Context: an optimization exercise on an open-source flow, tuned for small area, a short achievable clock period and few clock cycles per item. The choices shown serve that exercise and are no tape-out recipe. At most, simulation tests tie the RTL to the original design; equivalence was not proved. Only the layout flow was run in runs 2 and 3; the RTL was not checked for function there.

==> flow/design.v (outline; a module is shown in full before it is edited, if it fits) <==
// module gdd_date_unit: 106 lines
// module gdd_diff: 291 lines
// module gdd_fa: 4 lines
// module gdd_han: 4 lines
// module gdd_hnn: 4 lines
// module gdd_hmx: 4 lines
// module gdd_pg00: 4 lines
// module gdd_pg10: 4 lines
// module gdd_pg11: 4 lines
// module gdd_gn2t: 3 lines
// module gdd_pgn2t: 4 lines
// module gdd_gt2n: 3 lines
// module gdd_pgt2n: 4 lines
// module gregorian_date_difference_days: 400 lines
// module gdd_rdy: 3 lines
module gregorian_date_difference_days (
  input  logic        clk_i,
  input  logic        rst_ni,
  input  logic        s_axis_tvalid_i,
  output logic        s_axis_tready_o,
  input  logic [71:0] s_axis_tdata_i,
  output logic        m_axis_tvalid_o,
  input  logic        m_axis_tready_i,
  output logic [31:0] m_axis_tdata_o,
  output logic [0:0]  m_axis_tuser_o
);
  // ...
==> flow/flow/run.sh <==
#!/bin/bash
# The standard layout, with the port buffers made from the platform's
# smallest plain buffer instead of the delay buffer the flow picks, and
# without half-adder cells (their logic is left to the gate mapper); the
# platform's own don't-use cells stay excluded.
set -euo pipefail
export BUFFER_PORTS_ARGS="-buffer_cell sky130_fd_sc_hd__buf_1"
DU=" sky130_fd_sc_hd__probe_p_8 sky130_fd_sc_hd__probec_p_8 sky130_fd_sc_hd__lpflow_bleeder_1 sky130_fd_sc_hd__lpflow_clkbufkapwr_1 sky130_fd_sc_hd__lpflow_clkbufkapwr_16 sky130_fd_sc_hd__lpflow_clkbufkapwr_2 sky130_fd_sc_hd__lpflow_clkbufkapwr_4 sky130_fd_sc_hd__lpflow_clkbufkapwr_8 sky130_fd_sc_hd__lpflow_clkinvkapwr_1 sky130_fd_sc_hd__lpflow_clkinvkapwr_16 sky130_fd_sc_hd__lpflow_clkinvkapwr_2 sky130_fd_sc_hd__lpflow_clkinvkapwr_4 sky130_fd_sc_hd__lpflow_clkinvkapwr_8 sky130_fd_sc_hd__lpflow_decapkapwr_12 sky130_fd_sc_hd__lpflow_decapkapwr_3 sky130_fd_sc_hd__lpflow_decapkapwr_4 sky130_fd_sc_hd__lpflow_decapkapwr_6 sky130_fd_sc_hd__lpflow_decapkapwr_8 sky130_fd_sc_hd__lpflow_inputiso0n_1 sky130_fd_sc_hd__lpflow_inputiso0p_1 sky130_fd_sc_hd__lpflow_inputiso1n_1 sky130_fd_sc_hd__lpflow_inputiso1p_1 sky130_fd_sc_hd__lpflow_inputisolatch_1 sky130_fd_sc_hd__lpflow_isobufsrc_1 sky130_fd_sc_hd__lpflow_isobufsrc_16 sky130_fd_sc_hd__lpflow_isobufsrc_2 sky130_fd_sc_hd__lpflow_isobufsrc_4 sky130_fd_sc_hd__lpflow_isobufsrc_8 sky130_fd_sc_hd__lpflow_isobufsrckapwr_16 sky130_fd_sc_hd__lpflow_lsbuf_lh_hl_isowell_tap_1 sky130_fd_sc_hd__lpflow_lsbuf_lh_hl_isowell_tap_2 sky130_fd_sc_hd__lpflow_lsbuf_lh_hl_isowell_tap_4 sky130_fd_sc_hd__lpflow_lsbuf_lh_isowell_4 sky130_fd_sc_hd__lpflow_lsbuf_lh_isowell_tap_1 sky130_fd_sc_hd__lpflow_lsbuf_lh_isowell_tap_2 sky130_fd_sc_hd__lpflow_lsbuf_lh_isowell_tap_4 # # Define fill cells  sky130_fd_sc_hd__ha_1 sky130_fd_sc_hd__ha_2 sky130_fd_sc_hd__ha_4"
bash standard.sh "DONT_USE_CELLS=$DU" finish > standard.log 2>&1
==> flow/standard.sh <==
#!/bin/bash
# synth_recipe.tcl (not shown) runs the flow's synth.tcl, then flattens the netlist and writes it again
# the make line also repeats each setting of config.mk as NAME=value (left out here)
make -C /OpenROAD-flow-scripts/flow DESIGN_CONFIG=/design/flow/config.mk WORK_HOME=/design/flow/orfs CLKGATE_MAP_FILE= SYNTH_SCRIPT=/design/flow/synth_recipe.tcl "${@:-finish}"
==> flow/config.mk <==
export PLATFORM = sky130hd
export DESIGN_NAME = gregorian_date_difference_days
export DESIGN_NICKNAME = gregorian_date_difference_days
export VERILOG_FILES = /design/flow/design.v
export SDC_FILE = /design/flow/constraint.sdc
export NUM_CORES = 4
export LEC_CHECK = 0
export CAP_MARGIN = 20
export CORE_MARGIN = 2
export CORE_UTILIZATION = 65
export CTS_BUF_LIST = sky130_fd_sc_hd__clkbuf_4 sky130_fd_sc_hd__clkbuf_8
export PLACE_DENSITY = 0.75
export SETUP_SLACK_MARGIN = 4.35
export SLEW_MARGIN = 20
export SYNTH_HIERARCHICAL = 1
export SYNTH_MINIMUM_KEEP_SIZE = 0
==> flow/constraint.sdc <==
create_clock -name core_clock -period 8.5 [get_ports {clk_i}]
set_input_delay 1.7000 -clock core_clock [delete_from_list [all_inputs] [get_ports {clk_i}]]
set_output_delay 1.7000 -clock core_clock [all_outputs]
set_load 0.01 [all_outputs]
==> run summary, run 1 <==
Fraction of area in registers - 0.2506
Global-route wire length before repair - 49.23 mm
Clk Latency, worst-skew pair - 0.47 ns
Commonest non-fill, non-tap cell in the layout - edfxtp_1
Met2 usage - 0.4724
Final worst slack - 4.439 ns
Routed WL - 30.99 mm
Worst reg2reg startpoint - dy2[7]$_DFFE_PP_
Fin area - 0.01551 sq mm
IO Pins - 111
Max FFs per register - 26
Worst setup path start - dy2[7]$_DFFE_PP_
Pin count of the biggest net entering global routing - 72
Grt met3 use - 0.04127
CP top delay family - adder cells
Status - complete, no violations
Critical-path cell list - buf_4, fa_1, fa_1, fa_1, fa_1, xnor2_2, nor2_2, nand2_1, nor2_1, nand2_1, o21ai_1, xnor2_1
DRC viols - 0
# diodes - 0
Clock transition at path regs - 0.09 ns
Routed wl met2 - 15.30 mm
Chip height - 151.3 um
Met1 WL - 13.11 mm
Non-clock inverter count - 115
Unrepaired setup endpoints after global routing - true
First-pass iteration count of the detailed router - 5
Crit path depth - 12
Via density - 5.610
Req. time, crit path - 8.71 ns
Testbench counts, summed over its fixed seeds: cycles 12,024, items 12,000.
==> module gdd_date_unit, before the edit <==
module gdd_date_unit (
  input  logic [15:0] year_i,
  input  logic [1:0]  code_i,    
  output logic        ok_o,
  output logic [7:0]  hia_o,
  output logic [7:0]  hib_o,
  output logic        c9_o,
  output logic [1:0]  g_o,
  output logic        lp_o       
);
  logic [11:0] z;
  logic [3:0]  y3;
  logic [8:0]  f;
  assign z  = year_i[15:4];
  assign y3 = year_i[3:0];
  logic pp_1, pp_2, pp_3, pp_4, pp_5, pp_6, pp_7, pp_8, pp_9, pp_10, pp_11, pp_12, pp_13, pp_14, pp_15, pp_16, pp_17, pp_18, pp_19, pp_20, pp_21, pp_22, pp_23, pp_24, pp_25, pp_26, pp_27, pp_28, pp_29, pp_30, pp_31, pp_32, pp_33, pp_34, pp_35, pp_36, pp_37, pp_38, pp_39, pp_40, pp_41, pp_42, pp_43, pp_44, pp_45, pp_46, pp_47, pp_48, pp_49, pp_50;
  gdd_han u_pp_1 (.a(z[0]), .b(z[2]), .s(pp_1), .cn(pp_2));
  gdd_fa u_pp_3 (.a(z[1]), .b(z[3]), .c(z[6]), .s(pp_3), .co(pp_4));
  gdd_fa u_pp_5 (.a(z[2]), .b(z[4]), .c(z[7]), .s(pp_5), .co(pp_6));
  gdd_fa u_pp_7 (.a(z[3]), .b(z[5]), .c(z[8]), .s(pp_7), .co(pp_8));
  gdd_fa u_pp_9 (.a(z[4]), .b(z[6]), .c(z[9]), .s(pp_9), .co(pp_10));
  gdd_fa u_pp_11 (.a(z[5]), .b(z[7]), .c(z[10]), .s(pp_11), .co(pp_12));
  gdd_fa u_pp_13 (.a(z[6]), .b(z[8]), .c(z[11]), .s(pp_13), .co(pp_14));
  gdd_han u_pp_15 (.a(z[7]), .b(z[9]), .s(pp_15), .cn(pp_16));
  gdd_han u_pp_17 (.a(z[8]), .b(z[10]), .s(pp_17), .cn(pp_18));
  gdd_han u_pp_19 (.a(z[9]), .b(z[11]), .s(pp_19), .cn(pp_20));
  gdd_hmx u_pp_21 (.a(z[1]), .b(z[6]), .sn(pp_21), .cn(pp_22));
  gdd_hmx u_pp_23 (.a(z[2]), .b(z[7]), .sn(pp_23), .cn(pp_24));
  gdd_fa u_pp_25 (.a(z[0]), .b(z[3]), .c(~z[8]), .s(pp_25), .co(pp_26));
  gdd_fa u_pp_27 (.a(z[1]), .b(z[4]), .c(~z[9]), .s(pp_27), .co(pp_28));
  gdd_fa u_pp_29 (.a(z[5]), .b(~z[10]), .c(pp_1), .s(pp_29), .co(pp_30));
  gdd_fa u_pp_31 (.a(z[11]), .b(pp_2), .c(~pp_3), .s(pp_31), .co(pp_32));
  assign pp_33 = ~1'b0 ^ pp_4 ^ pp_5;
  assign pp_34 = (~1'b0 & pp_4) | (~1'b0 & pp_5) | (pp_4 & pp_5);
  assign pp_35 = ~1'b0 ^ pp_6 ^ pp_7;
  assign pp_36 = (~1'b0 & pp_6) | (~1'b0 & pp_7) | (pp_6 & pp_7);
  assign pp_37 = ~1'b0 ^ pp_8 ^ pp_9;
  assign pp_38 = (~1'b0 & pp_8) | (~1'b0 & pp_9) | (pp_8 & pp_9);
  assign pp_39 = ~1'b0 ^ pp_10 ^ pp_11;
  assign pp_40 = (~1'b0 & pp_10) | (~1'b0 & pp_11) | (pp_10 & pp_11);
  assign pp_41 = ~1'b0 ^ pp_12 ^ pp_13;
  assign pp_42 = (~1'b0 & pp_12) | (~1'b0 & pp_13) | (pp_12 & pp_13);
  assign pp_43 = ~1'b0 ^ pp_15 ^ pp_14;
  assign pp_44 = (~1'b0 & pp_15) | (~1'b0 & pp_14) | (pp_15 & pp_14);
  assign pp_45 = 1'b0 ^ ~pp_17 ^ pp_16;
  assign pp_46 = (1'b0 & ~pp_17) | (1'b0 & pp_16) | (~pp_17 & pp_16);
  assign pp_47 = 1'b0 ^ ~pp_19 ^ pp_18;
  assign pp_48 = (1'b0 & ~pp_19) | (1'b0 & pp_18) | (~pp_19 & pp_18);
  assign pp_49 = ~z[10] ^ 1'b0 ^ pp_20;
  assign pp_50 = (~z[10] & 1'b0) | (~z[10] & pp_20) | (1'b0 & pp_20);
  logic pl_1, pl_2, pl_3, pl_4, pl_5, pl_6, pl_7, pl_8, pl_9, pl_10, pl_11, pl_12, pl_13, pl_14, pl_15, pl_16, pl_17, pl_18, pl_19, pl_20, pl_21, pl_22, pl_23, pl_24, pl_25, pl_26, pl_27, pl_28, pl_29, pl_30, pl_31, pl_32, pl_33, pl_34, pl_35, pl_36, pl_37, pl_38, pl_39, pl_40, pl_41, pl_42, pl_43, pl_44;
  gdd_pg11 u_pl_1 (.a(pp_22), .b(pp_23), .pn(pl_1), .gn(pl_2));
  gdd_pg10 u_pl_3 (.a(pp_24), .b(pp_25), .pn(pl_3), .gn(pl_4));
  gdd_pg00 u_pl_5 (.a(pp_26), .b(pp_27), .pn(pl_5), .gn(pl_6));
  gdd_pg00 u_pl_7 (.a(pp_28), .b(pp_29), .pn(pl_7), .gn(pl_8));
  gdd_pg10 u_pl_9 (.a(pp_31), .b(pp_30), .pn(pl_9), .gn(pl_10));
  gdd_pg10 u_pl_11 (.a(pp_32), .b(pp_33), .pn(pl_11), .gn(pl_12));
  gdd_pg00 u_pl_13 (.a(pp_34), .b(pp_35), .pn(pl_13), .gn(pl_14));
  gdd_pg00 u_pl_15 (.a(pp_36), .b(pp_37), .pn(pl_15), .gn(pl_16));
  gdd_gn2t u_pl_17 (.gn1(pl_2), .pn1(pl_1), .gn0(pp_21), .g(pl_17));
  gdd_pgn2t u_pl_18 (.gn1(pl_6), .pn1(pl_5), .gn0(pl_4), .pn0(pl_3), .g(pl_18), .p(pl_19));
  gdd_pgn2t u_pl_20 (.gn1(pl_10), .pn1(pl_9), .gn0(pl_8), .pn0(pl_7), .g(pl_20), .p(pl_21));
  gdd_pgn2t u_pl_22 (.gn1(pl_14), .pn1(pl_13), .gn0(pl_12), .pn0(pl_11), .g(pl_22), .p(pl_23));
  gdd_gt2n u_pl_24 (.g1(pl_18), .p1(pl_19), .g0(pl_17), .gn(pl_24));
  gdd_pgt2n u_pl_25 (.g1(pl_22), .p1(pl_23), .g0(pl_20), .p0(pl_21), .gn(pl_25), .pn(pl_26));
  gdd_gn2t u_pl_27 (.gn1(pl_25), .pn1(pl_26), .gn0(pl_24), .g(pl_27));
  assign pl_28 = ~pl_24;
  gdd_gt2n u_pl_29 (.g1(pl_20), .p1(pl_21), .g0(pl_28), .gn(pl_29));
  assign pl_30 = ~pl_17;
  gdd_gn2t u_pl_31 (.gn1(pl_4), .pn1(pl_3), .gn0(pl_30), .g(pl_31));
  gdd_gn2t u_pl_32 (.gn1(pl_8), .pn1(pl_7), .gn0(pl_24), .g(pl_32));
  gdd_gn2t u_pl_33 (.gn1(pl_12), .pn1(pl_11), .gn0(pl_29), .g(pl_33));
  assign pl_34 = ~pl_27;
  gdd_gn2t u_pl_35 (.gn1(pl_16), .pn1(pl_15), .gn0(pl_34), .g(pl_35));
  assign pl_36 = (pp_21 ^ 1'b0);
  assign pl_37 = (pl_1 ^ pp_21);
  assign pl_38 = ~(pl_3 ^ pl_17);
  assign pl_39 = ~(pl_5 ^ pl_31);
  assign pl_40 = (pl_7 ^ pl_24);
  assign pl_41 = ~(pl_9 ^ pl_32);
  assign pl_42 = (pl_11 ^ pl_29);
  assign pl_43 = ~(pl_13 ^ pl_33);
  assign pl_44 = ~(pl_15 ^ pl_27);
  assign f     = {pl_44, pl_43, pl_42, pl_41, pl_40, pl_39, pl_38, pl_37, pl_36};
  assign c9_o  = pl_35;
  assign hia_o = {z[11], ~pp_50, ~pp_48, ~pp_46, pp_44, pp_42, pp_40, pp_38};
  assign hib_o = {~1'b0, ~z[11], ~pp_49, ~pp_47, ~pp_45, pp_43, pp_41, pp_39};
  logic r6, r7, r12, r13, r18, r19;
  assign r6  = (f >= gdd_pkg::FR6);
  assign r7  = (f >= gdd_pkg::FR7);
  assign r12 = (f >= gdd_pkg::FR12);
  assign r13 = (f >= gdd_pkg::FR13);
  assign r18 = (f >= gdd_pkg::FR18);
  assign r19 = (f >= gdd_pkg::FR19);
  logic gt100, gt200, gt300, is100, is200, is300, leap;
  assign gt100 = r7  || (r6  && (y3 >= 4'd5));
  assign gt200 = r13 || (r12 && (y3 >= 4'd9));
  assign gt300 = r19 || (r18 && (y3 >= 4'd13));
  assign is100 = r6  && !r7  && (y3 == 4'd4);
  assign is200 = r12 && !r13 && (y3 == 4'd8);
  assign is300 = r18 && !r19 && (y3 == 4'd12);
  assign leap  = (y3[1:0] == 2'b00) && !is100 && !is200 && !is300;
  assign g_o   = {gt200, gt100 ^ gt200 ^ gt300};
  assign lp_o = leap && code_i[1] && code_i[0];
  assign ok_o = code_i[1] || (code_i[0] && leap);
endmodule
==> run 2, diff against run 1 <==
--- a/flow/design.v
+++ b/flow/design.v
@@ -51,51 +51,59 @@
   assign pp_43 = ~1'b0 ^ pp_15 ^ pp_14;
   assign pp_44 = (~1'b0 & pp_15) | (~1'b0 & pp_14) | (pp_15 & pp_14);
   assign pp_45 = 1'b0 ^ ~pp_17 ^ pp_16;
   assign pp_46 = (1'b0 & ~pp_17) | (1'b0 & pp_16) | (~pp_17 & pp_16);
   assign pp_47 = 1'b0 ^ ~pp_19 ^ pp_18;
   assign pp_48 = (1'b0 & ~pp_19) | (1'b0 & pp_18) | (~pp_19 & pp_18);
   assign pp_49 = ~z[10] ^ 1'b0 ^ pp_20;
   assign pp_50 = (~z[10] & 1'b0) | (~z[10] & pp_20) | (1'b0 & pp_20);
-  logic pl_1, pl_2, pl_3, pl_4, pl_5, pl_6, pl_7, pl_8, pl_9, pl_10, pl_11, pl_12, pl_13, pl_14, pl_15, pl_16, pl_17, pl_18, pl_19, pl_20, pl_21, pl_22, pl_23, pl_24, pl_25, pl_26, pl_27, pl_28, pl_29, pl_30, pl_31, pl_32, pl_33, pl_34, pl_35, pl_36, pl_37, pl_38, pl_39, pl_40, pl_41, pl_42, pl_43, pl_44;
+  logic pl_1, pl_2, pl_3, pl_4, pl_5, pl_6, pl_7, pl_8, pl_9, pl_10, pl_11, pl_12, pl_13, pl_14, pl_15, pl_16, pl_17, pl_18, pl_19, pl_20, pl_21, pl_22, pl_23, pl_24, pl_25, pl_26, pl_27, pl_28, pl_29, pl_30, pl_31, pl_32, pl_33, pl_34, pl_35, pl_36, pl_37, pl_38, pl_39, pl_40, pl_41, pl_42, pl_43, pl_44, pl_45, pl_46, pl_47, pl_48, pl_49, pl_50, pl_51, pl_52, pl_53, pl_54, pl_55, pl_56, pl_57, pl_58, pl_59, pl_60, pl_61;
   gdd_pg11 u_pl_1 (.a(pp_22), .b(pp_23), .pn(pl_1), .gn(pl_2));
   gdd_pg10 u_pl_3 (.a(pp_24), .b(pp_25), .pn(pl_3), .gn(pl_4));
   gdd_pg00 u_pl_5 (.a(pp_26), .b(pp_27), .pn(pl_5), .gn(pl_6));
   gdd_pg00 u_pl_7 (.a(pp_28), .b(pp_29), .pn(pl_7), .gn(pl_8));
   gdd_pg10 u_pl_9 (.a(pp_31), .b(pp_30), .pn(pl_9), .gn(pl_10));
   gdd_pg10 u_pl_11 (.a(pp_32), .b(pp_33), .pn(pl_11), .gn(pl_12));
   gdd_pg00 u_pl_13 (.a(pp_34), .b(pp_35), .pn(pl_13), .gn(pl_14));
   gdd_pg00 u_pl_15 (.a(pp_36), .b(pp_37), .pn(pl_15), .gn(pl_16));
-  gdd_gn2t u_pl_17 (.gn1(pl_2), .pn1(pl_1), .gn0(pp_21), .g(pl_17));
-  gdd_pgn2t u_pl_18 (.gn1(pl_6), .pn1(pl_5), .gn0(pl_4), .pn0(pl_3), .g(pl_18), .p(pl_19));
-  gdd_pgn2t u_pl_20 (.gn1(pl_10), .pn1(pl_9), .gn0(pl_8), .pn0(pl_7), .g(pl_20), .p(pl_21));
-  gdd_pgn2t u_pl_22 (.gn1(pl_14), .pn1(pl_13), .gn0(pl_12), .pn0(pl_11), .g(pl_22), .p(pl_23));
-  gdd_gt2n u_pl_24 (.g1(pl_18), .p1(pl_19), .g0(pl_17), .gn(pl_24));
-  gdd_pgt2n u_pl_25 (.g1(pl_22), .p1(pl_23), .g0(pl_20), .p0(pl_21), .gn(pl_25), .pn(pl_26));
-  gdd_gn2t u_pl_27 (.gn1(pl_25), .pn1(pl_26), .gn0(pl_24), .g(pl_27));
-  assign pl_28 = ~pl_24;
-  gdd_gt2n u_pl_29 (.g1(pl_20), .p1(pl_21), .g0(pl_28), .gn(pl_29));
-  assign pl_30 = ~pl_17;
-  gdd_gn2t u_pl_31 (.gn1(pl_4), .pn1(pl_3), .gn0(pl_30), .g(pl_31));
-  gdd_gn2t u_pl_32 (.gn1(pl_8), .pn1(pl_7), .gn0(pl_24), .g(pl_32));
-  gdd_gn2t u_pl_33 (.gn1(pl_12), .pn1(pl_11), .gn0(pl_29), .g(pl_33));
-  assign pl_34 = ~pl_27;
-  gdd_gn2t u_pl_35 (.gn1(pl_16), .pn1(pl_15), .gn0(pl_34), .g(pl_35));
-  assign pl_36 = (pp_21 ^ 1'b0);
-  assign pl_37 = (pl_1 ^ pp_21);
-  assign pl_38 = ~(pl_3 ^ pl_17);
-  assign pl_39 = ~(pl_5 ^ pl_31);
-  assign pl_40 = (pl_7 ^ pl_24);
-  assign pl_41 = ~(pl_9 ^ pl_32);
-  assign pl_42 = (pl_11 ^ pl_29);
-  assign pl_43 = ~(pl_13 ^ pl_33);
-  assign pl_44 = ~(pl_15 ^ pl_27);
-  assign f     = {pl_44, pl_43, pl_42, pl_41, pl_40, pl_39, pl_38, pl_37, pl_36};
-  assign c9_o  = pl_35;
+  gdd_pgn2t u_pl_17 (.gn1(pl_16), .pn1(pl_15), .gn0(pl_14), .pn0(pl_13), .g(pl_17), .p(pl_18));
+  gdd_pgn2t u_pl_19 (.gn1(pl_14), .pn1(pl_13), .gn0(pl_12), .pn0(pl_11), .g(pl_19), .p(pl_20));
+  gdd_pgn2t u_pl_21 (.gn1(pl_12), .pn1(pl_11), .gn0(pl_10), .pn0(pl_9), .g(pl_21), .p(pl_22));
+  gdd_pgn2t u_pl_23 (.gn1(pl_10), .pn1(pl_9), .gn0(pl_8), .pn0(pl_7), .g(pl_23), .p(pl_24));
+  gdd_pgn2t u_pl_25 (.gn1(pl_8), .pn1(pl_7), .gn0(pl_6), .pn0(pl_5), .g(pl_25), .p(pl_26));
+  gdd_pgn2t u_pl_27 (.gn1(pl_6), .pn1(pl_5), .gn0(pl_4), .pn0(pl_3), .g(pl_27), .p(pl_28));
+  gdd_pgn2t u_pl_29 (.gn1(pl_4), .pn1(pl_3), .gn0(pl_2), .pn0(pl_1), .g(pl_29), .p(pl_30));
+  gdd_gn2t u_pl_31 (.gn1(pl_2), .pn1(pl_1), .gn0(pp_21), .g(pl_31));
+  gdd_pgt2n u_pl_32 (.g1(pl_17), .p1(pl_18), .g0(pl_21), .p0(pl_22), .gn(pl_32), .pn(pl_33));
+  gdd_pgt2n u_pl_34 (.g1(pl_19), .p1(pl_20), .g0(pl_23), .p0(pl_24), .gn(pl_34), .pn(pl_35));
+  gdd_pgt2n u_pl_36 (.g1(pl_21), .p1(pl_22), .g0(pl_25), .p0(pl_26), .gn(pl_36), .pn(pl_37));
+  gdd_pgt2n u_pl_38 (.g1(pl_23), .p1(pl_24), .g0(pl_27), .p0(pl_28), .gn(pl_38), .pn(pl_39));
+  gdd_pgt2n u_pl_40 (.g1(pl_25), .p1(pl_26), .g0(pl_29), .p0(pl_30), .gn(pl_40), .pn(pl_41));
+  gdd_gt2n u_pl_42 (.g1(pl_27), .p1(pl_28), .g0(pl_31), .gn(pl_42));
+  assign pl_43 = ~pp_21;
+  gdd_gt2n u_pl_44 (.g1(pl_29), .p1(pl_30), .g0(pl_43), .gn(pl_44));
+  gdd_pgn2t u_pl_45 (.gn1(pl_32), .pn1(pl_33), .gn0(pl_40), .pn0(pl_41), .g(pl_45), .p(pl_46));
+  gdd_gn2t u_pl_47 (.gn1(pl_34), .pn1(pl_35), .gn0(pl_42), .g(pl_47));
+  gdd_gn2t u_pl_48 (.gn1(pl_36), .pn1(pl_37), .gn0(pl_44), .g(pl_48));
+  assign pl_49 = ~pl_31;
+  gdd_gn2t u_pl_50 (.gn1(pl_38), .pn1(pl_39), .gn0(pl_49), .g(pl_50));
+  gdd_gn2t u_pl_51 (.gn1(pl_40), .pn1(pl_41), .gn0(pp_21), .g(pl_51));
+  gdd_gt2n u_pl_52 (.g1(pl_45), .p1(pl_46), .g0(pl_43), .gn(pl_52));
+  assign pl_53 = (pp_21 ^ 1'b0);
+  assign pl_54 = (pl_1 ^ pp_21);
+  assign pl_55 = ~(pl_3 ^ pl_31);
+  assign pl_56 = (pl_5 ^ pl_44);
+  assign pl_57 = (pl_7 ^ pl_42);
+  assign pl_58 = ~(pl_9 ^ pl_51);
+  assign pl_59 = ~(pl_11 ^ pl_50);
+  assign pl_60 = ~(pl_13 ^ pl_48);
+  assign pl_61 = ~(pl_15 ^ pl_47);
+  assign f     = {pl_61, pl_60, pl_59, pl_58, pl_57, pl_56, pl_55, pl_54, pl_53};
+  assign c9_o  = ~pl_52;
   assign hia_o = {z[11], ~pp_50, ~pp_48, ~pp_46, pp_44, pp_42, pp_40, pp_38};
   assign hib_o = {~1'b0, ~z[11], ~pp_49, ~pp_47, ~pp_45, pp_43, pp_41, pp_39};
   logic r6, r7, r12, r13, r18, r19;
   assign r6  = (f >= gdd_pkg::FR6);
   assign r7  = (f >= gdd_pkg::FR7);
   assign r12 = (f >= gdd_pkg::FR12);
   assign r13 = (f >= gdd_pkg::FR13);
   assign r18 = (f >= gdd_pkg::FR18);
@@ -696,50 +704,58 @@
   gdd_fa u_qs_37 (.a(~qs_5), .b(qs_20), .c(qs_21), .s(qs_37), .co(qs_38));
   gdd_fa u_qs_39 (.a(~qs_6), .b(qs_23), .c(qs_22), .s(qs_39), .co(qs_40));
   gdd_fa u_qs_41 (.a(~qs_9), .b(qs_24), .c(qs_25), .s(qs_41), .co(qs_42));
   gdd_fa u_qs_43 (.a(~qs_11), .b(qs_26), .c(qs_27), .s(qs_43), .co(qs_44));
   gdd_fa u_qs_45 (.a(~qs_13), .b(qs_28), .c(qs_29), .s(qs_45), .co(qs_46));
   gdd_fa u_qs_47 (.a(~qs_15), .b(qs_30), .c(qs_31), .s(qs_47), .co(qs_48));
   gdd_fa u_qs_49 (.a(~qs_17), .b(qs_32), .c(qs_33), .s(qs_49), .co(qs_50));
   gdd_hnn u_qs_51 (.a(qs_18), .b(qs_34), .s(qs_51), .c(qs_52));
-  logic qa_1, qa_2, qa_3, qa_4, qa_5, qa_6, qa_7, qa_8, qa_9, qa_10, qa_11, qa_12, qa_13, qa_14, qa_15, qa_16, qa_17, qa_18, qa_19, qa_20, qa_21, qa_22, qa_23, qa_24, qa_25, qa_26, qa_27, qa_28, qa_29, qa_30, qa_31, qa_32, qa_33, qa_34, qa_35, qa_36, qa_37, qa_38, qa_39, qa_40, qa_41, qa_42, qa_43, qa_44, qa_45, qa_46;
+  logic qa_1, qa_2, qa_3, qa_4, qa_5, qa_6, qa_7, qa_8, qa_9, qa_10, qa_11, qa_12, qa_13, qa_14, qa_15, qa_16, qa_17, qa_18, qa_19, qa_20, qa_21, qa_22, qa_23, qa_24, qa_25, qa_26, qa_27, qa_28, qa_29, qa_30, qa_31, qa_32, qa_33, qa_34, qa_35, qa_36, qa_37, qa_38, qa_39, qa_40, qa_41, qa_42, qa_43, qa_44, qa_45, qa_46, qa_47, qa_48, qa_49, qa_50, qa_51, qa_52, qa_53, qa_54, qa_55, qa_56, qa_57, qa_58, qa_59, qa_60, qa_61, qa_62, qa_63;
   gdd_pg11 u_qa_1 (.a(qs_35), .b(sc9), .pn(qa_1), .gn(qa_2));
   gdd_pg11 u_qa_3 (.a(qs_36), .b(qs_37), .pn(qa_3), .gn(qa_4));
   gdd_pg11 u_qa_5 (.a(qs_38), .b(qs_39), .pn(qa_5), .gn(qa_6));
   gdd_pg11 u_qa_7 (.a(qs_40), .b(qs_41), .pn(qa_7), .gn(qa_8));
   gdd_pg11 u_qa_9 (.a(qs_42), .b(qs_43), .pn(qa_9), .gn(qa_10));
   gdd_pg11 u_qa_11 (.a(qs_44), .b(qs_45), .pn(qa_11), .gn(qa_12));
   gdd_pg11 u_qa_13 (.a(qs_46), .b(qs_47), .pn(qa_13), .gn(qa_14));
   gdd_pg11 u_qa_15 (.a(qs_48), .b(qs_49), .pn(qa_15), .gn(qa_16));
   gdd_pg10 u_qa_17 (.a(qs_50), .b(qs_51), .pn(qa_17), .gn(qa_18));
-  gdd_gn2t u_qa_19 (.gn1(qa_4), .pn1(qa_3), .gn0(qa_2), .g(qa_19));
-  gdd_pgn2t u_qa_20 (.gn1(qa_8), .pn1(qa_7), .gn0(qa_6), .pn0(qa_5), .g(qa_20), .p(qa_21));
-  gdd_pgn2t u_qa_22 (.gn1(qa_12), .pn1(qa_11), .gn0(qa_10), .pn0(qa_9), .g(qa_22), .p(qa_23));
-  gdd_pgn2t u_qa_24 (.gn1(qa_16), .pn1(qa_15), .gn0(qa_14), .pn0(qa_13), .g(qa_24), .p(qa_25));
-  gdd_gt2n u_qa_26 (.g1(qa_20), .p1(qa_21), .g0(qa_19), .gn(qa_26));
-  gdd_pgt2n u_qa_27 (.g1(qa_24), .p1(qa_25), .g0(qa_22), .p0(qa_23), .gn(qa_27), .pn(qa_28));
-  gdd_gn2t u_qa_29 (.gn1(qa_27), .pn1(qa_28), .gn0(qa_26), .g(qa_29));
-  assign qa_30 = ~qa_26;
-  gdd_gt2n u_qa_31 (.g1(qa_22), .p1(qa_23), .g0(qa_30), .gn(qa_31));
-  assign qa_32 = ~qa_19;
-  gdd_gn2t u_qa_33 (.gn1(qa_6), .pn1(qa_5), .gn0(qa_32), .g(qa_33));
-  gdd_gn2t u_qa_34 (.gn1(qa_10), .pn1(qa_9), .gn0(qa_26), .g(qa_34));
-  gdd_gn2t u_qa_35 (.gn1(qa_14), .pn1(qa_13), .gn0(qa_31), .g(qa_35));
-  assign qa_36 = ~qa_29;
-  gdd_gn2t u_qa_37 (.gn1(qa_18), .pn1(qa_17), .gn0(qa_36), .g(qa_37));
-  assign qa_38 = ~(qa_1 ^ 1'b0);
-  assign qa_39 = (qa_3 ^ qa_2);
-  assign qa_40 = ~(qa_5 ^ qa_19);
-  assign qa_41 = ~(qa_7 ^ qa_33);
-  assign qa_42 = (qa_9 ^ qa_26);
-  assign qa_43 = ~(qa_11 ^ qa_34);
-  assign qa_44 = (qa_13 ^ qa_31);
-  assign qa_45 = ~(qa_15 ^ qa_35);
-  assign qa_46 = ~(qa_17 ^ qa_29);
+  gdd_pgn2t u_qa_19 (.gn1(qa_18), .pn1(qa_17), .gn0(qa_16), .pn0(qa_15), .g(qa_19), .p(qa_20));
+  gdd_pgn2t u_qa_21 (.gn1(qa_16), .pn1(qa_15), .gn0(qa_14), .pn0(qa_13), .g(qa_21), .p(qa_22));
+  gdd_pgn2t u_qa_23 (.gn1(qa_14), .pn1(qa_13), .gn0(qa_12), .pn0(qa_11), .g(qa_23), .p(qa_24));
+  gdd_pgn2t u_qa_25 (.gn1(qa_12), .pn1(qa_11), .gn0(qa_10), .pn0(qa_9), .g(qa_25), .p(qa_26));
+  gdd_pgn2t u_qa_27 (.gn1(qa_10), .pn1(qa_9), .gn0(qa_8), .pn0(qa_7), .g(qa_27), .p(qa_28));
+  gdd_pgn2t u_qa_29 (.gn1(qa_8), .pn1(qa_7), .gn0(qa_6), .pn0(qa_5), .g(qa_29), .p(qa_30));
+  gdd_pgn2t u_qa_31 (.gn1(qa_6), .pn1(qa_5), .gn0(qa_4), .pn0(qa_3), .g(qa_31), .p(qa_32));
+  gdd_gn2t u_qa_33 (.gn1(qa_4), .pn1(qa_3), .gn0(qa_2), .g(qa_33));
+  gdd_pgt2n u_qa_34 (.g1(qa_19), .p1(qa_20), .g0(qa_23), .p0(qa_24), .gn(qa_34), .pn(qa_35));
+  gdd_pgt2n u_qa_36 (.g1(qa_21), .p1(qa_22), .g0(qa_25), .p0(qa_26), .gn(qa_36), .pn(qa_37));
+  gdd_pgt2n u_qa_38 (.g1(qa_23), .p1(qa_24), .g0(qa_27), .p0(qa_28), .gn(qa_38), .pn(qa_39));
+  gdd_pgt2n u_qa_40 (.g1(qa_25), .p1(qa_26), .g0(qa_29), .p0(qa_30), .gn(qa_40), .pn(qa_41));
+  gdd_pgt2n u_qa_42 (.g1(qa_27), .p1(qa_28), .g0(qa_31), .p0(qa_32), .gn(qa_42), .pn(qa_43));
+  gdd_gt2n u_qa_44 (.g1(qa_29), .p1(qa_30), .g0(qa_33), .gn(qa_44));
+  assign qa_45 = ~qa_2;
+  gdd_gt2n u_qa_46 (.g1(qa_31), .p1(qa_32), .g0(qa_45), .gn(qa_46));
+  gdd_pgn2t u_qa_47 (.gn1(qa_34), .pn1(qa_35), .gn0(qa_42), .pn0(qa_43), .g(qa_47), .p(qa_48));
+  gdd_gn2t u_qa_49 (.gn1(qa_36), .pn1(qa_37), .gn0(qa_44), .g(qa_49));
+  gdd_gn2t u_qa_50 (.gn1(qa_38), .pn1(qa_39), .gn0(qa_46), .g(qa_50));
+  assign qa_51 = ~qa_33;
+  gdd_gn2t u_qa_52 (.gn1(qa_40), .pn1(qa_41), .gn0(qa_51), .g(qa_52));
+  gdd_gn2t u_qa_53 (.gn1(qa_42), .pn1(qa_43), .gn0(qa_2), .g(qa_53));
+  gdd_gt2n u_qa_54 (.g1(qa_47), .p1(qa_48), .g0(qa_45), .gn(qa_54));
+  assign qa_55 = ~(qa_1 ^ 1'b0);
+  assign qa_56 = (qa_3 ^ qa_2);
+  assign qa_57 = ~(qa_5 ^ qa_33);
+  assign qa_58 = (qa_7 ^ qa_46);
+  assign qa_59 = (qa_9 ^ qa_44);
+  assign qa_60 = ~(qa_11 ^ qa_53);
+  assign qa_61 = ~(qa_13 ^ qa_52);
+  assign qa_62 = ~(qa_15 ^ qa_50);
+  assign qa_63 = ~(qa_17 ^ qa_49);
   logic ya_1, ya_2, ya_3, ya_4, ya_5, ya_6, ya_7, ya_8, ya_9, ya_10, ya_11, ya_12, ya_13, ya_14, ya_15, ya_16, ya_17, ya_18, ya_19, ya_20, ya_21, ya_22, ya_23, ya_24, ya_25, ya_26, ya_27, ya_28, ya_29, ya_30, ya_31, ya_32, ya_33, ya_34, ya_35, ya_36, ya_37, ya_38, ya_39, ya_40, ya_41, ya_42, ya_43, ya_44, ya_45, ya_46, ya_47, ya_48, ya_49, ya_50, ya_51, ya_52, ya_53, ya_54, ya_55, ya_56, ya_57, ya_58, ya_59, ya_60, ya_61, ya_62, ya_63, ya_64, ya_65, ya_66, ya_67, ya_68, ya_69, ya_70, ya_71, ya_72, ya_73, ya_74, ya_75, ya_76, ya_77, ya_78, ya_79, ya_80, ya_81, ya_82, ya_83, ya_84, ya_85, ya_86, ya_87, ya_88, ya_89, ya_90, ya_91, ya_92, ya_93, ya_94, ya_95, ya_96;
   gdd_pg10 u_ya_1 (.a(sy1[0]), .b(ey1[0]), .pn(ya_1), .gn(ya_2));
   gdd_pg10 u_ya_3 (.a(sy1[1]), .b(ey1[1]), .pn(ya_3), .gn(ya_4));
   gdd_pg10 u_ya_5 (.a(sy1[2]), .b(ey1[2]), .pn(ya_5), .gn(ya_6));
   gdd_pg10 u_ya_7 (.a(sy1[3]), .b(ey1[3]), .pn(ya_7), .gn(ya_8));
   gdd_pg10 u_ya_9 (.a(sy1[4]), .b(ey1[4]), .pn(ya_9), .gn(ya_10));
   gdd_pg10 u_ya_11 (.a(sy1[5]), .b(ey1[5]), .pn(ya_11), .gn(ya_12));
   gdd_pg10 u_ya_13 (.a(sy1[6]), .b(ey1[6]), .pn(ya_13), .gn(ya_14));
@@ -801,17 +817,17 @@
   assign ya_90 = (ya_21 ^ ya_67);
   assign ya_91 = ~(ya_23 ^ ya_74);
   assign ya_92 = ~(ya_25 ^ ya_64);
   assign ya_93 = ~(ya_27 ^ ya_76);
   assign ya_94 = (ya_29 ^ ya_68);
   assign ya_95 = ~(ya_31 ^ ya_77);
   assign ya_96 = ~(1'b1 ^ ya_62);
   assign dy  = {ya_96, ya_95, ya_94, ya_93, ya_92, ya_91, ya_90, ya_89, ya_88, ya_87, ya_86, ya_85, ya_84, ya_83, ya_82, ya_81, ya_80};
-  assign dqz = {qa_46, qa_45, qa_44, qa_43, qa_42, qa_41, qa_40, qa_39, qa_38};
+  assign dqz = {qa_63, qa_62, qa_61, qa_60, qa_59, qa_58, qa_57, qa_56, qa_55};
   assign du  = {ua_54, ua_53, ua_52, ua_51, ua_50, ua_49, ua_48, ua_47, ua_46, ua_45, ua_44};
   logic [15:0] dy2;
   logic        dy16n2, nqz8n2, elp2, nslp2, ok2;
   logic [7:0]  nqz2;
   logic [1:0]  neg2, sg2;
   logic [10:0] du2;
   always_ff @(posedge clk_i) begin
     if (en) begin
==> flow/config.mk (replaced) <==
export PLATFORM = sky130hd
export DESIGN_NAME = gregorian_date_difference_days
export DESIGN_NICKNAME = gregorian_date_difference_days
export VERILOG_FILES = /design/flow/design.v
export SDC_FILE = /design/flow/constraint.sdc
export NUM_CORES = 4
export LEC_CHECK = 0
export CAP_MARGIN = 20
export CORE_MARGIN = 2
export CORE_UTILIZATION = 50
export CTS_BUF_LIST = sky130_fd_sc_hd__clkbuf_4 sky130_fd_sc_hd__clkbuf_8
export SLEW_MARGIN = 20
export SYNTH_HIERARCHICAL = 1
export SYNTH_MINIMUM_KEEP_SIZE = 0
==> run summary, run 2 <==
Status - complete, no violations (unchanged)
Pin count of the biggest net entering global routing - 71 (was 72)
Core box area - 0.02855 sq mm (was 0.02115 sq mm)
Buffers on Ports - 104 (unchanged)
Normalized max-slew margin - 0.3703 (was 0.4341)
CTS max path bufs - 2 (unchanged)
Max-slew violation count - 0 (unchanged)
Syn-to-layout area delta - 6.421% (was 9.997%)
Final HPWL DP - 25.49 mm (was 24.28 mm)
Crit path kind - flop to flop (unchanged)
Finished Core Util - 0.5376 (was 0.7334)
Via count - 10090 (was 10360)
Unrepaired setup endpoints after global routing - false (was true)
Slew @ Worst Pin - 0.9446 ns (was 0.8489 ns)
Post-Syn Area - 0.01442 sq mm (was 0.01410 sq mm)
DRC viols - 0 (unchanged)
Resize count post-CTS - 0 (was 7)
Final worst-path cycle share - 0.5025 (was 0.4778)
Startpoint class of the critical path - flop (unchanged)
Mean area per synthesized cell - 9.730 sq um (was 9.754 sq um)
Via density - 5.190 (was 5.610)
Setup Fix Bufs, Post-CTS - 0 (was 14)
Global-route wire length before repair - 51.54 mm (was 49.23 mm)
CTS Sinks - 130 (unchanged)
First-pass iteration count of the detailed router - 5 (unchanged)
Initial Util - 0.5051 (was 0.6668)
Filler instances - 2693 (was 1623)
Worst hold margin - 0.4445 ns (was 0.4543 ns)
Final worst slack - 4.229 ns (was 4.439 ns)
RePlAce Congestion - 0.9223 (was 0.9039)
Seq. cell area - 0.003889 sq mm (unchanged)
GRT Overall Usage - 0.2142 (was 0.2783)
Number of hold buffers added after cts - 0 (unchanged)
Clock transition at path regs - 0.08 ns (was 0.09 ns)
Rows - 62 (was 53)
Antenna Nets Post-Route - 0 (unchanged)
Met1 Usage GRT - 0.2735 (was 0.3579)
Worst setup path start - dy2[4]$_DFFE_PP_ (was dy2[7]$_DFFE_PP_)
Worst hold path type - flop to flop (unchanged)
Die area - 0.03022 sq mm (was 0.02289 sq mm)
Final Non-Filler Cells - 1945 (was 1847)
Vias in the first global route - 10310 (was 10290)
GRT busiest layer - met2 (unchanged)
Hold_sp - ok2$_DFFE_PP_ (unchanged)
Place WS - 4.203 ns (was 4.096 ns)
Initial antenna violation count - 0 (unchanged)
Max-Cap Viols - 0 (unchanged)
Share of cells above drive strength 1 - 0.1499 (was 0.1921)
IO Pins - 111 (unchanged)
Max Clock Skew - 0.01896 ns (was 0.01717 ns)
Commonest non-fill, non-tap cells in the layout - xnor2_1, nand2_1, edfxtp_1 (was edfxtp_1, xor2_1, fa_1)
Die width - 173.8 um (was 151.3 um)
Reg with most FFs - days3 (unchanged)
H-Tree Level Count - 4 (unchanged)
Met2 usage - 0.3792 (was 0.4724)
DR WL/cell - 15.75 um (was 16.78 um)
# diodes - 0 (unchanged)
Yosys warning count - 7 (unchanged)
Congestion Overflow GR - 0 (unchanged)
Fmax - 0.2341 GHz (was 0.2462 GHz)
CTS tree - done (unchanged)
Post-placement cell count - 1914 (was 1768)
Worst reg2reg startpoint - dy2[4]$_DFFE_PP_ (was dy2[7]$_DFFE_PP_)
Cell count after synthesis - 1482 (was 1446)
Clk Latency, worst-skew pair - 0.44 ns (was 0.47 ns)
Req. time, crit path - 8.70 ns (was 8.71 ns)
Worst-path fanout max - 7 (was 6)
Commonest non-fill, non-tap cell in the layout - xnor2_1 (was edfxtp_1)
Crit end category - flop (unchanged)
Area occupied by multi-input gates - 0.009708 sq mm (was 0.009644 sq mm)
Setup Viol. Count Final - 0 (unchanged)
Starting DRT DRC Count - 567 (was 432)
Final setup TNS - 0 ns (unchanged)
Final Critical Period - 4.271 ns (was 4.061 ns)
Chip height - 173.8 um (was 151.3 um)
Final Hold Viols - 0 (unchanged)
Fin nets - 1746 (was 1756)
Routed WL - 30.64 mm (was 30.99 mm)
Grt met3 use - 0.02785 (was 0.04127)
Clock buffer count from CTS - 17 (unchanged)
Max FFs per register - 26 (unchanged)
Root buffer cell - clkbuf_8 (unchanged)
Crit path DAT - 4.47 ns (was 4.27 ns)
-- run 2: per-stage QoR --
stage	cell area [sq um]
after floorplan	14450
after global placement	14890
final	15350
after detailed placement	14890
after CTS	15350
after global routing	15350
-- run 2: final timing paths --
path	endpoint	slack (ns)	cells after the start
worst max-delay path	days3[25]$_DFFE_PP_	4.23	11
worst min register to register	ok3$_DFFE_PP_	0.44	0
worst max register to register	days3[25]$_DFFE_PP_	4.23	11
min in group asynchronous	v3_q$_DFFE_PN0P_	1.05	1
max in group asynchronous	v2_q$_DFFE_PN0P_	7.29	1
worst min-delay path	ok3$_DFFE_PP_	0.44	0
-- run 2: worst max-delay path, cell delays in order (launching register included) --
cell	delay (ns)
edfxtp_1	0.58
fa_1	0.60
fa_1	0.44
fa_1	0.52
fa_1	0.45
xnor2_1	0.41
nor2_1	0.16
a21oi_2	0.25
o21ai_2	0.13
a21oi_2	0.24
o21ai_1	0.12
xnor2_1	0.13
-- run 2: layout make-up --
cell class / count / share of cell area
clock buffers: 19 / 0.01623
flip-flops and latches: 130 / 0.2534
multi-input cells: 1184 / 0.6326
well taps: 384 / 0.03131
repair buffers: 105 / 0.02593
clock inverters: 12 / 0.01337
inverters: 111 / 0.02715
-- run 2: layer usage --
layer	vias up	part of all wire	routed length, um
met5	-	0	0
met3	39	0.028	866
met1	4828	0.44	13630
met2	183	0.50	15430
met4	0	0.023	710
li1	5044	-	-
==> run 3, diff against run 2 <==
--- a/flow/config.mk
+++ b/flow/config.mk
@@ -9,6 +9,7 @@
 export CORE_MARGIN = 2
 export CORE_UTILIZATION = 50
 export CTS_BUF_LIST = sky130_fd_sc_hd__clkbuf_4 sky130_fd_sc_hd__clkbuf_8
+export SETUP_SLACK_MARGIN = 4.35
 export SLEW_MARGIN = 20
 export SYNTH_HIERARCHICAL = 1
 export SYNTH_MINIMUM_KEEP_SIZE = 0
==> run summary, run 3 <==
Fin area - 0.01603 sq mm (was 0.01535 sq mm)
GRT Overall Usage - 0.2170 (was 0.2142)
Chip height - 173.8 um (unchanged)
Max FFs per register - 26 (unchanged)
Initial Util - 0.5051 (unchanged)
First-pass iteration count of the detailed router - 5 (unchanged)
Worst hold path type - flop to flop (unchanged)
RePlAce Congestion - 0.9121 (was 0.9223)
Startpoint class of the critical path - flop (unchanged)
Global-route wire length before repair - 52.22 mm (was 51.54 mm)
Core box area - 0.02855 sq mm (unchanged)
Number of cells on the worst hold path - 0 (unchanged)
Syn-to-layout area delta - 11.18% (was 6.421%)
Congestion Overflow GR - 0 (unchanged)
CTS tree - done (unchanged)
Critical Path Max Stage Delay - 0.62 ns (was 0.60 ns)
Yosys warning count - 7 (unchanged)
Max-Cap Viols - 0 (unchanged)
H-Tree Level Count - 4 (unchanged)
Via density - 5.166 (was 5.190)
Final worst-path cycle share - 0.4709 (was 0.5025)
Pin count of the biggest net entering global routing - 75 (was 71)
Final HPWL DP - 25.41 mm (was 25.49 mm)
Clock transition at path regs - 0.08 ns (about the same)
Slew @ Worst Pin - 0.9752 ns (was 0.9446 ns)
Mean area per synthesized cell - 9.730 sq um (unchanged)
Status - complete, no violations (unchanged)
Final Hold Viols - 0 (unchanged)
IO Pins - 111 (unchanged)
Commonest non-fill, non-tap cell in the layout - nand2_1 (was xnor2_1)
Clock buffer count from CTS - 17 (unchanged)
Root buffer cell - clkbuf_8 (unchanged)
Setup Viol. Count Final - 0 (unchanged)
Final setup TNS - 0 ns (unchanged)
Rows - 62 (unchanged)
Worst Reg-to-Reg Cells - 12 (was 11)
Req. time, crit path - 8.68 ns (was 8.70 ns)
Max-slew violation count - 0 (unchanged)
Die width - 173.8 um (unchanged)
# diodes - 0 (unchanged)
CTS Sinks - 130 (unchanged)
Crit path DAT - 4.18 ns (was 4.47 ns)
Die area - 0.03022 sq mm (unchanged)
Post-Syn Area - 0.01442 sq mm (unchanged)
Via count - 10320 (was 10090)
Normalized max-slew margin - 0.3499 (was 0.3703)
Commonest non-fill, non-tap cells in the layout - nand2_1, edfxtp_1, xnor2_1 (was xnor2_1, nand2_1, edfxtp_1)
Share of cells above drive strength 1 - 0.2063 (was 0.1499)
Crit end category - flop (unchanged)
Reg with most FFs - days3 (unchanged)
Crit path kind - flop to flop (unchanged)
Vias in the first global route - 10580 (was 10310)
Routed WL - 31.49 mm (was 30.64 mm)
Crit-path slowest cell - fa_1 (unchanged)
Clk Latency, worst-skew pair - 0.46 ns (was 0.44 ns)
Final Critical Period - 4.003 ns (was 4.271 ns)
Unrepaired setup endpoints after global routing - true (was false)
Initial antenna violation count - 0 (unchanged)
Area post-placement - 0.01489 sq mm (unchanged)
Fmax - 0.2498 GHz (was 0.2341 GHz)
Antenna Nets Post-Route - 0 (unchanged)
Starting DRT DRC Count - 462 (was 567)
CTS max path bufs - 2 (unchanged)
Crit-path most repeated cell - fa_1 (unchanged)
Cell count after synthesis - 1482 (unchanged)
Critical-path cell list - fa_1, fa_1, fa_1, fa_1, xnor2_2, buf_4, nor2_2, nand2_1, nor2_2, nand2_1, o21ai_1, xnor2_1 (was fa_1, fa_1, fa_1, fa_1, xnor2_1, nor2_1, a21oi_2, o21ai_2, a21oi_2, o21ai_1, xnor2_1)
Fin nets - 1798 (was 1746)
DRC viols - 0 (unchanged)
Buffers on Ports - 104 (unchanged)
Worst-path fanout max - 5 (was 7)
DR WL/cell - 15.76 um (was 15.75 um)
Max Clock Skew - 0.02031 ns (was 0.01896 ns)
run 3: layer usage:
metal	wire length (um)	GRT usage
met5	0	0
met4	576	0.05672
met3	991	0.03333
met2	16020	0.3858
met1	13900	0.2761
run 3: worst paths after layout:
check                      slack [ns]                  end        startpoint
hold / removal                   0.44        ok3$_DFFE_PP_     ok2$_DFFE_PP_
setup reg to reg                 4.50  days3[18]$_DFFE_PP_  dy2[1]$_DFFE_PP_
setup / recovery                 4.50  days3[18]$_DFFE_PP_  dy2[1]$_DFFE_PP_
min in group asynchronous        1.04     v1_q$_DFFE_PN0P_            rst_ni
hold reg to reg                  0.44        ok3$_DFFE_PP_     ok2$_DFFE_PP_
max in group asynchronous        7.30     v3_q$_DFFE_PN0P_            rst_ni
run 3: critical path, delay by kind of cell, from the launching register on:
| kind | cells | cell delay, ns |
|---|---|---|
| fa+ha+maj | 4 | 2.05 |
| compound gates | 1 | 0.15 |
| buf+inv | 1 | 0.15 |
| xor+xnor | 2 | 0.27 |
| simple gates | 4 | 0.55 |
| flops | 1 | 0.54 |
run 3: final cells by class:
| type | instances | area, sq um |
|---|---|---|
| Timing Repair Buffer | 157 | 788.3 |
| Sequential cell | 130 | 3889 |
| Tap cell | 384 | 480.5 |
| Clock buffer | 20 | 262.8 |
| Inverter | 111 | 416.7 |
| Fill cell | 2637 | 12520 |
| Clock inverter | 12 | 230.2 |
| Multi-Input combinational cell | 1184 | 9965 |
run 3: stage by stage:
step           std cells    util  setup WS (ns)  hold WS [ns]
6_report            1998  0.5616          4.497        0.4429
3_5_place_dp        1914  0.5217          4.186        0.4126
4_1_cts             1957  0.5429          4.335        0.4435
2_1_floorplan       1489       -          4.524        0.4003
5_1_grt             1998  0.5616          4.298        0.4498
3_3_place_gp        1914  0.5217          4.222        0.4108
run 3: what timing repair did:
item	CTS	global route
hold buffers	0	0
cloned	0	0
gates resized for setup	4	44
buffers inserted	11	41
pin swaps	0	5
setup endpoints to repair	14	22

static timing again, ports no longer ideal:
The results above use ideal ports. As a check the final layouts listed here were re-extracted and re-timed, cells and wires unchanged. Step 1 (the two cells are an assumption about what drives the block):
set clk [get_ports {clk_i}]
set_driving_cell -lib_cell sky130_fd_sc_hd__clkbuf_16 $clk
set_driving_cell -lib_cell sky130_fd_sc_hd__buf_2 [delete_from_list [all_inputs] $clk]
Step 2, shift: input delay + t, output delay - t, t = (earliest + latest rising clock arrival at the registers) / 2. This alone moves slack from input paths to output paths. Three values: ideal, step 1, step 2; two values: the first two.
run | t, ns | slack for setup (ns) | worst setup path after step 2 | latest minus earliest clock arrival (ns)
run 1 | 0.504 | 4.439 / 4.439 / 4.081 | input to register | 0.017 / 0.017
run 2 | 0.478 | 4.229 / 4.229 / 4.197 | input to register | 0.019 / 0.019
run 3 | 0.501 | 4.497 / 4.497 / 4.173 | input to register | 0.020 / 0.020
After both steps every run listed still meets setup and hold. For run 1, which loses most, drivers alone change the setup slack by 0.000 ns; drivers and shift together by -0.358 ns.
